Source: an optimization exercise on an open RTL-to-GDS flow (aim: a short achievable clock period and few clock cycles). Production flows keep margins and buffers that such runs may drop. The RTL was checked by simulation tests, not by an equivalence proof against the original design. No activity file was given, so power comes from the tool's default toggle rates.

## flow/design.v (module list and top-level ports; edited modules follow where they fit)
// module fixed_point_alu: 133 lines
// module ks_add16: 191 lines
// module ks_add18: 250 lines
// module ks_add20: 276 lines
// module ks_add24: 328 lines
// module q88_mul: 649 lines
// module q88_mul_s1: 608 lines
// module q88_mul_s2: 150 lines
// module rpn_queue: 126 lines
// module stack_machine: 1285 lines
// module row_map: 16 lines
// module curve_plotter_top: 54 lines
module curve_plotter_top (
    input  logic        clk,
    input  logic        rst,
    input  logic        clear,
    input  logic        wr_en,
    input  logic [16:0] wr_token,
    input  logic        start,
    input  logic [9:0]  x_pos,
    output logic        ready,
    output logic [8:0]  y_pos
);
  // ...
==> flow/run.sh <==
#!/bin/bash
# synth_recipe.tcl (not shown) runs the flow's synth.tcl, then flattens the netlist and writes it again
# the make line also repeats each setting of config.mk as NAME=value (left out here)
make -C /OpenROAD-flow-scripts/flow DESIGN_CONFIG=/design/flow/config.mk WORK_HOME=/design/flow/orfs CLKGATE_MAP_FILE= SYNTH_SCRIPT=/design/flow/synth_recipe.tcl finish
==> flow/config.mk <==
export PLATFORM = sky130hd
export DESIGN_NAME = curve_plotter_top
export DESIGN_NICKNAME = curve_plotter_top
export VERILOG_FILES = /design/flow/design.v
export SDC_FILE = /design/flow/constraint.sdc
export NUM_CORES = 4
export LEC_CHECK = 0
export ABC_CLOCK_PERIOD_IN_PS = 3500
export CAP_MARGIN = 20
export CORE_MARGIN = 2
export CORE_UTILIZATION = 40
export PLACE_DENSITY = 0.5
export SETUP_SLACK_MARGIN = 5
export SLEW_MARGIN = 20
export SYNTH_MEMORY_MAX_BITS = 32768
==> flow/constraint.sdc <==
create_clock -name core_clock -period 9.0 [get_ports {clk}]
set_input_delay 1.8000 -clock core_clock [delete_from_list [all_inputs] [get_ports {clk}]]
set_output_delay 1.8000 -clock core_clock [all_outputs]
set_load 0.01 [all_outputs]
==> flow_summary.ini, run 1 <==
[timing]
rsz0062_at_grt = yes
period_share = 0.462
setup_viol = 0

[worst_setup_path]
reg2reg_to = i_machine.i_div.rem[3]
cp_max_fo = 7
cp-end-kind = flop
r2r-start = i_machine.i_div.lb_r[0]
crit_path_start = i_machine.i_div.lb_r[0]

[run]
drv_cap = 0

[global_route]
grt_pass1_wl_mm = 748
grt.busiest_layer = met2

[pwr]
cellPowerDensity_nw_per_um2 = 276
swShare = 0.318
vdd_drop_max_mv = 0.222
leakagePower_nw = 55.3
pwr-share-comb = 0.287
maxPowerGroup = sequential cells

[placement]
place_area_um2 = 151000

[route]
drt-total-wl_mm = 548
avgViaCountPerCell = 6.35
wl_met3_mm = 58.7
wl_per_cell_um = 35.6
drc = 0

[clock_network]
cts_sinks = 3341
cts.clk_slew.worst_paths_ps = 60

[synth]
synthSimpleGateAreaFrac = 0.0618
synth_compound_area_frac = 0.133
synth.area.top_cells = edfxtp_1 65%, a22oi_1 3.4%, dfxtp_1 3.2%
synth_top_cells_by_count = 3110 x edfxtp_1, 653 x a22oi_1, 569 x nand2_1
avgSynthCellArea_um2 = 14.5
synthXorXnorAreaFrac = 0.0269
ys_ff_latch = 3341

[cells_and_area]
buf_share = 0.0317
multi_input_area_um2 = 46300
seq_area_um2 = 98100
multi_input_area_share = 0.276

[outcome]
status = finished clean

[die]
io_pins = 42
die_x_um = 605
die_h_um = 605
Testbench counts, summed over its fixed seeds: cycles 69,364.
==> inputs of run 2 (changes only) <==
--- a/flow/config.mk
+++ b/flow/config.mk
@@ -8,6 +8,8 @@
 export ABC_CLOCK_PERIOD_IN_PS = 3500
 export CAP_MARGIN = 20
+export CELL_PAD_IN_SITES_DETAIL_PLACEMENT = 1
+export CELL_PAD_IN_SITES_GLOBAL_PLACEMENT = 2
 export CORE_MARGIN = 2
-export CORE_UTILIZATION = 40
+export CORE_UTILIZATION = 35
 export PLACE_DENSITY = 0.5
 export SETUP_SLACK_MARGIN = 5
==> run 2 against run 1 <==
  * Final cell count rose by 5.3%
  * Clock-buffer cell count fell by 2
  * Non-clock buffer count rose by 112
  * Global-route usage fell by 0.26 points
==> flow_summary.ini, run 2 <==
[pwr]
leakagePower_nw = 56.2
cellPowerDensity_nw_per_um2 = 283
power_frac_seq = 0.378
vdd_drop_max_mv = 0.395
pwr-share-comb = 0.301
power.clock.fraction = 0.321
swShare = 0.327
p_switching_w = 0.0158
p_int_w = 0.0326

[timing]
tightest_slew_ps = 1210
hold_viol = 0
timing.final.max_slew_violations = 0
fin_worst_skew_ps = 75.7
rsz0062_at_grt = yes
fmax_mhz = 236
setup_viol = 0
fin_crit_ps = 4230
tns_ps = 0
period_share = 0.470
max-slew-margin-rel = 0.196

[synth]
avgSynthCellArea_um2 = 14.5
yosys_warnings = 3
synthArstFlopShare = 0
synth_cell_types = 104
synth_cells = 9932
synth_top_cells_by_count = 3110 x edfxtp_1, 653 x a22oi_1, 569 x nand2_1
synth_top_cell_by_area = edfxtp_1
netlist.area_leader.share = 0.646
synth_area_um2 = 144000
yosysSeqAreaShare = 0.678
syn_nets = 10400
synth_edf_count = 3110
ys_ff_latch = 3341
synth_most_common_cell = edfxtp_1
synth.area.top_cells = edfxtp_1 65%, a22oi_1 3.4%, dfxtp_1 3.2%
yosys_most_used_dff = edfxtp_1

[cells_and_area]
nets = 10900
fill_cells = 40900
final_cell_mix = 3110 x edfxtp_1, 609 x a22oi_1, 557 x buf_4
final-instance-count-excl-fill = 16200
syn_to_final_growth_pct = 18.3
largest_reg_flops = 1280
seq_area_um2 = 98000
layout_commonest_cell = edfxtp_1
regMostFlops = i_queue.prog
top_regs = i_queue.prog: 1280 flops, i_queue.vsa: 1116 flops, i_machine.stk: 384 flops
multi_input_area_um2 = 46700
drive_gt1_frac = 0.206

[global_route]
antenna_found_initial = 42
globalRouteOverflowTotal = 0
grt_pass1_wl_mm = 837
grt_pass1_vias = 97700
grt_max_degree = 179
grt.total_usage = 0.288

[clock_network]
cts.clk_slew.worst_paths_ps = 60
clkLatencyLatePin_ps = 980
cts_sinks = 3341
numCtsBuffers = 385
clock_path_buffers = 4
cts_tree = built
root_buffer = clkbuf_16
h-tree-depth = 5

[worst_setup_path]
crit_arrival_ps = 4930
worstPathRequired_ps = 9700
reg2reg_to = i_machine.i_div.rem[3]
cp-end-kind = flop
critical_path_class = reg -> reg
crit_path_start = i_machine.i_div.la_r[0]
regToRegSetupSlack_ps = 4770
cp-endpoint = i_machine.i_div.rem[3]
ff2ff_path_depth = 17
startpoint_type = flop
r2r-start = i_machine.i_div.la_r[0]
cp_max_fo = 6

[placement]
numPortBuffers = 41
finalWeightedCongestion = 0.816
place_inst = 15200
dp_hpwl_mm = 365

[die]
die_h_um = 646
io_pins = 42
die-area_um2 = 418000
die_x_um = 646
start_util = 0.352
core_um2 = 410000
rows = 235

[outcome]
status = finished clean

[route]
postRouteAntennaNets = 0
avgViaCountPerCell = 6.02
wl_per_cell_um = 38.0
drc = 0
first_pass_iters = 7
drt-total-wl_mm = 616
drt_iter0_markers = 11300
via_count = 97700

[worst_hold_path]
holdCritStartpoint = i_queue.oh_n[25]
hp-class = reg -> reg

[run]
drv_cap = 0
==> run 2: changes by cell type in the layout (fill, tap and decap cells not counted), moves of 18 or more <==
| cell | previous run | this run |
|---|---|---|
| a21oi_2 | 29 | 47 |
| clkinv_1 | 75 | 110 |
| clkbuf_1 | 92 | 68 |
| buf_4 | 448 | 557 |
| dfxtp_1 | 194 | 212 |
| and2_4 | 19 | 45 |
| clkbuf_16 | 378 | 399 |
| dfxtp_2 | 35 | 17 |
| a22oi_1 | 628 | 609 |
| a22oi_2 | 25 | 44 |
| and2_2 | 80 | 46 |
==> run 2: repair_timing <==
item,CTS,global route
gates resized for setup,415,264
pin swaps,117,169
setup buffers,196,115
hold buffers,0,0
endpoints found under the setup margin,421,202
cloned,12,8
==> run 2: worst min-delay path by stage <==
stage / end / depth (start not counted)
after floorplan: i_queue.oh_n[0] / 2
after global placement: i_queue.oh_n[31] / 2
after detailed placement: i_queue.oh_n[31] / 2
after CTS: i_queue.oh_n[26] / 2
after global routing: i_queue.oh_n[26] / 2
final: i_queue.oh_n[26] / 2
==> run 2: kinds of logic (layout without fill, tap and decap cells) <==
| kind of cell | Yosys count | after routing | share of synthesized area |
|---|---|---|---|
| flops | 3341 | 3341 | 0.678 |
| compound gates | 2586 | 2587 | 0.133 |
| simple gates | 1879 | 1888 | 0.0618 |
| buf+inv | 773 | 1593 | 0.0203 |
| mux | 491 | 491 | 0.0381 |
| xor+xnor | 438 | 438 | 0.0269 |
| fa+ha+maj | 424 | 424 | 0.0412 |
| other cells | 0 | 16 | 0 |
==> run 2: final cells by class <==
cell class | count | area share
diodes | 16 | 0.000234
clock buffers | 470 | 0.0600
clock inverters | 240 | 0.0118
inverters | 180 | 0.00496
multi-input cells | 5828 | 0.273
flip-flops and latches | 3341 | 0.574
well taps | 5451 | 0.0399
repair buffers | 701 | 0.0361
repair inverters | 2 | 0.0000952
==> run 2: critical path, stage by stage, from the launching register on <==
cell	delay [ps]
edfxtp_1	330
inv_1	50
ha_2	190
fa_1	600
buf_6	120
nor2_4	30
and2_4	170
or4_4	500
o31ai_4	70
a221o_2	290
a21oi_4	50
o32ai_4	400
buf_6	190
buf_16	110
nor2_4	30
a222oi_1	460
a21oi_4	120
a211o_1	290
==> run 2: power groups by stage <==
stage	clock network (W)	registers [W]	logic, W
final	0.0155	0.0183	0.0145
after CTS	0.0158	0.0183	0.0139
after detailed placement	0	0.0188	0.0125
after global routing	0.0163	0.0184	0.0159
after global placement	0	0.0188	0.0123
after floorplan	0	0.0185	0.00797
==> run 2: stage by stage <==
stage | setup slack (ps) | power, W | instance area [um2] | hold WS (ps) | utilization
after floorplan | 2220 | 0.0264 | 145000 | 431 | -
after global placement | 3130 | 0.0311 | 153000 | 444 | 0.372
after detailed placement | 3040 | 0.0313 | 153000 | 460 | 0.372
after CTS | 4740 | 0.0480 | 169000 | 437 | 0.411
after global routing | 4630 | 0.0506 | 171000 | 467 | 0.416
final | 4770 | 0.0484 | 171000 | 436 | 0.416
==> run 2: metal layers <==
metal  share of wire  vias to the layer above  track usage
met3           0.062                      764       0.0354
met2            0.47                     3583        0.472
met4           0.032                        4       0.0855
met1            0.43                    52800        0.400
li1                -                    40600            -
met5        0.000044                        -            0
==> inputs of run 3 (changes only) <==
==> flow/flow/run.sh (new file) <==
#!/bin/bash
set -euo pipefail
bash standard.sh SETUP_SLACK_MARGIN=5.4 finish > make.log 2>&1
==> flow/standard.sh (new file) <==
#!/bin/bash
# synth_recipe.tcl (not shown) runs the flow's synth.tcl, then flattens the netlist and writes it again
# the make line also repeats each setting of config.mk as NAME=value (left out here)
make -C /OpenROAD-flow-scripts/flow DESIGN_CONFIG=/design/flow/config.mk WORK_HOME=/design/flow/orfs CLKGATE_MAP_FILE= SYNTH_SCRIPT=/design/flow/synth_recipe.tcl "${@:-finish}"
--- a/flow/config.mk
+++ b/flow/config.mk
@@ -8,10 +8,7 @@
 export ABC_CLOCK_PERIOD_IN_PS = 3500
 export CAP_MARGIN = 20
-export CELL_PAD_IN_SITES_DETAIL_PLACEMENT = 1
-export CELL_PAD_IN_SITES_GLOBAL_PLACEMENT = 2
 export CORE_MARGIN = 2
-export CORE_UTILIZATION = 35
+export CORE_UTILIZATION = 40
 export PLACE_DENSITY = 0.5
-export SETUP_SLACK_MARGIN = 5
 export SLEW_MARGIN = 20
 export SYNTH_MEMORY_MAX_BITS = 32768
removed: flow/run.sh
==> run 3 against run 2 <==
  * Combinational power barely moved
  * Via count increased by 0.95%
  * Die area decreased by 12%
  * Wire length fell by 10%
  * Sequential share of layout area fell by 0.34 points
  * Clock skew about the same
  * Worst setup slack better by 88 ps
  * Core utilization increased by 6.2 points
==> flow_summary.ini, run 3 <==
[outcome]
status = finished clean

[pwr]
leakagePower_nw = 56.8
power_w = 0.0474
cellPowerDensity_nw_per_um2 = 276
vdd_drop_max_mv = 0.196

[timing]
fmax_mhz = 241
max-slew-margin-rel = 0.158
fin_hold_ws_ps = 456
hold_viol = 0
period_share = 0.460
fin_crit_ps = 4140
timing.final.max_slew_violations = 0
setup_viol = 0
fin_ws_ps = 4860
tightest_slew_ps = 1260
rsz0062_at_grt = yes
tns_ps = 0
fin_worst_skew_ps = 76.0

[worst_setup_path]
regToRegSetupSlack_ps = 4860
reg2reg_to = i_machine.m_rows[39]
ff2ff_path_depth = 19
worstPathRequired_ps = 9830
cp_num_buf_inv = 9
r2r-start = i_machine.sel[3]
startpoint_type = flop
crit_arrival_ps = 4970
cpMostUsedCell = buf_4
critical_path_class = reg -> reg
cp_cell_sequence = buf_4 -> buf_6 -> buf_8 -> buf_4 -> buf_6 -> a22oi_1 -> nand2_1 -> buf_12 -> clkinvlp_4 -> ha_1 -> nand2_1 -> nand2_4 -> buf_4 -> a22oi_2 -> xnor2_1 -> fa_1 -> inv_2 -> fa_2 -> fa_2
slowest_stage = fa_2
cp-end-kind = flop
cp_max_fo = 7
cp_top_family = adder cells
slowest_delay_ps = 530

[die]
io_pins = 42
die_x_um = 605
die-area_um2 = 366000
core_um2 = 359000
start_util = 0.402
rows = 220
die_h_um = 605

[cells_and_area]
layout_commonest_cell = edfxtp_1
nets = 11000
largest_reg_flops = 1280
final_cell_mix = 3110 x edfxtp_1, 588 x buf_4, 582 x a22oi_1
syn_to_final_growth_pct = 19.1
fill_cells = 30800
regMostFlops = i_queue.prog
top_regs = i_queue.prog: 1280 flops, i_queue.vsa: 1116 flops, i_machine.stk: 384 flops
drive_gt1_frac = 0.232
final-instance-count-excl-fill = 15600

[synth]
synth_cell_types = 104
ys_ff_latch = 3341
synth_edf_count = 3110
synth_area_um2 = 144000
yosys_warnings = 3
yosysSeqAreaShare = 0.678
yosys_most_used_dff = edfxtp_1
synth.area.top_cells = edfxtp_1 65%, a22oi_1 3.4%, dfxtp_1 3.2%
synth_top_cell_by_area = edfxtp_1
synth_most_common_cell = edfxtp_1
synthArstFlopShare = 0
avgSynthCellArea_um2 = 14.5
syn_nets = 10400
netlist.area_leader.share = 0.646
synth_top_cells_by_count = 3110 x edfxtp_1, 653 x a22oi_1, 569 x nand2_1
synth_cells = 9932

[clock_network]
cts_tree = built
root_buffer = clkbuf_16
h-tree-depth = 5
clock_path_buffers = 4
cts.clk_slew.worst_paths_ps = 60
numCtsBuffers = 363
cts_sinks = 3341
clkLatencyLatePin_ps = 1000

[route]
drt_iter0_markers = 14400
via_count = 98600
first_pass_iters = 9
drc = 0
drt-total-wl_mm = 554
postRouteAntennaNets = 0
avgViaCountPerCell = 6.31
wl_per_cell_um = 35.4

[placement]
place_inst = 14400
dp_hpwl_mm = 316
numPortBuffers = 41
post-place-ws_ps = 3470
finalWeightedCongestion = 0.886

[global_route]
grt_max_degree = 191
globalRouteOverflowTotal = 0
grt_pass1_vias = 93700
grt.total_usage = 0.294
grt_pass1_wl_mm = 756
antenna_found_initial = 23

[run]
drv_cap = 0

[worst_hold_path]
hp-class = reg -> reg
whs_endpoint = i_queue.oh_n[31]
holdCritStartpoint = i_queue.oh_n[31]
whs_path_depth = 2
[run 3: logic make-up after synthesis]
logic type	Yosys count	share of synthesized area
flip-flops	3341	0.678
buffers and inverters	773	0.0203
adder cells (fa/ha/maj)	424	0.0412
AO/OA/AOI/OAI	2586	0.133
AND/OR/NAND/NOR	1879	0.0618
multiplexers	491	0.0381
XOR/XNOR	438	0.0269
[run 3: what timing repair did]
action / in CTS / in global routing
cloned: 21 / 6
endpoints found under the setup margin: 903 / 587
hold buffers: 0 / 0
gates resized for setup: 727 / 273
pin swaps: 272 / 179
buffers inserted: 378 / 94
[run 3: power by group]
part | internal (W) | total [W] | leakage (nW) | switching, W
clock | 0.00816 | 0.0146 | 5.54 | 0.00643
combinational | 0.00624 | 0.0146 | 21.2 | 0.00833
sequential | 0.0178 | 0.0183 | 30.1 | 0.000466
total | 0.0322 | 0.0474 | 56.8 | 0.0152
[run 3: how the worst max path moves through the flow]
stage                       startpoint                    to  cells past startpoint
finish                i_machine.sel[3]  i_machine.m_rows[39]                     19
global route          i_machine.sel[3]       i_machine.t[15]                     17
CTS                   i_machine.sel[1]       i_machine.t[15]                     18
detailed placement            x_pos[1]       i_machine.xw[4]                     14
global placement              x_pos[1]       i_machine.xw[4]                     14
floorplan           i_machine.state[1]      i_machine.stk[0]                      5
[run 3: cell type report]
type                       instances  area, um2  share of cell area
antenna                           18       45.0            0.000262
clock buffer                     472       9630              0.0560
clock inverter                   190       1760              0.0102
inverter                         180        835             0.00485
multi-input combinational       5837      48100               0.279
sequential                      3341      98100               0.570
tap                             4773       5970              0.0347
timing repair buffer             820       7600              0.0442
timing repair inverter             3       18.8            0.000109
[run 3: per-stage QoR]
step	utilization	instance area, um2
global placement	0.422	152000
CTS	0.473	170000
global route	0.479	172000
detailed placement	0.423	152000
floorplan	-	145000
finish	0.479	172000
[run 3: tightest hold or removal path: stages (launching register included)]
cell and delay (ps):
dfxtp_1 310, nand2_1 50, a21oi_1 50
[run 3: per-layer routing]
metal | track usage | up-vias | part of all wire | wire length [um]
met1 | 0.410 | 51200 | 0.41 | 226000
met5 | 0 | - | 0.00017 | 92
met3 | 0.0605 | 1036 | 0.10 | 57300
met4 | 0.0998 | 14 | 0.039 | 21900
met2 | 0.458 | 5589 | 0.45 | 249000
li1 | - | 40800 | - | -

-- static timing again, ports no longer ideal --
How much do the figures lean on ideal ports? The routed layouts below were timed once more, with nothing changed but the port constraints. Step 1, drivers: a clkbuf_16 drives clk and a buf_2 each remaining input, both assumed. Step 2 times the ports against the registers' clock, not the clock port: input delays grow and output delays shrink by t, the midpoint of the rising clock arrivals with the driver on. a / b / c = no drivers / after step 1 / after step 2; a / b = the first two.
run | shift t [ns] | setup WS [ns] | latest minus earliest clock arrival (ns)
run 1 | 1.051 | 4.841 / 4.841 / 3.881 | 0.108 / 0.108
run 2 | 1.054 | 4.769 / 4.769 / 3.930 | 0.087 / 0.087
run 3 | 1.070 | 4.857 / 4.857 / 4.374 | 0.091 / 0.091
After both steps setup and hold are still met in every run listed. For run 1, which loses most, drivers alone change the setup slack by 0.000 ns; drivers and shift together by -0.960 ns.
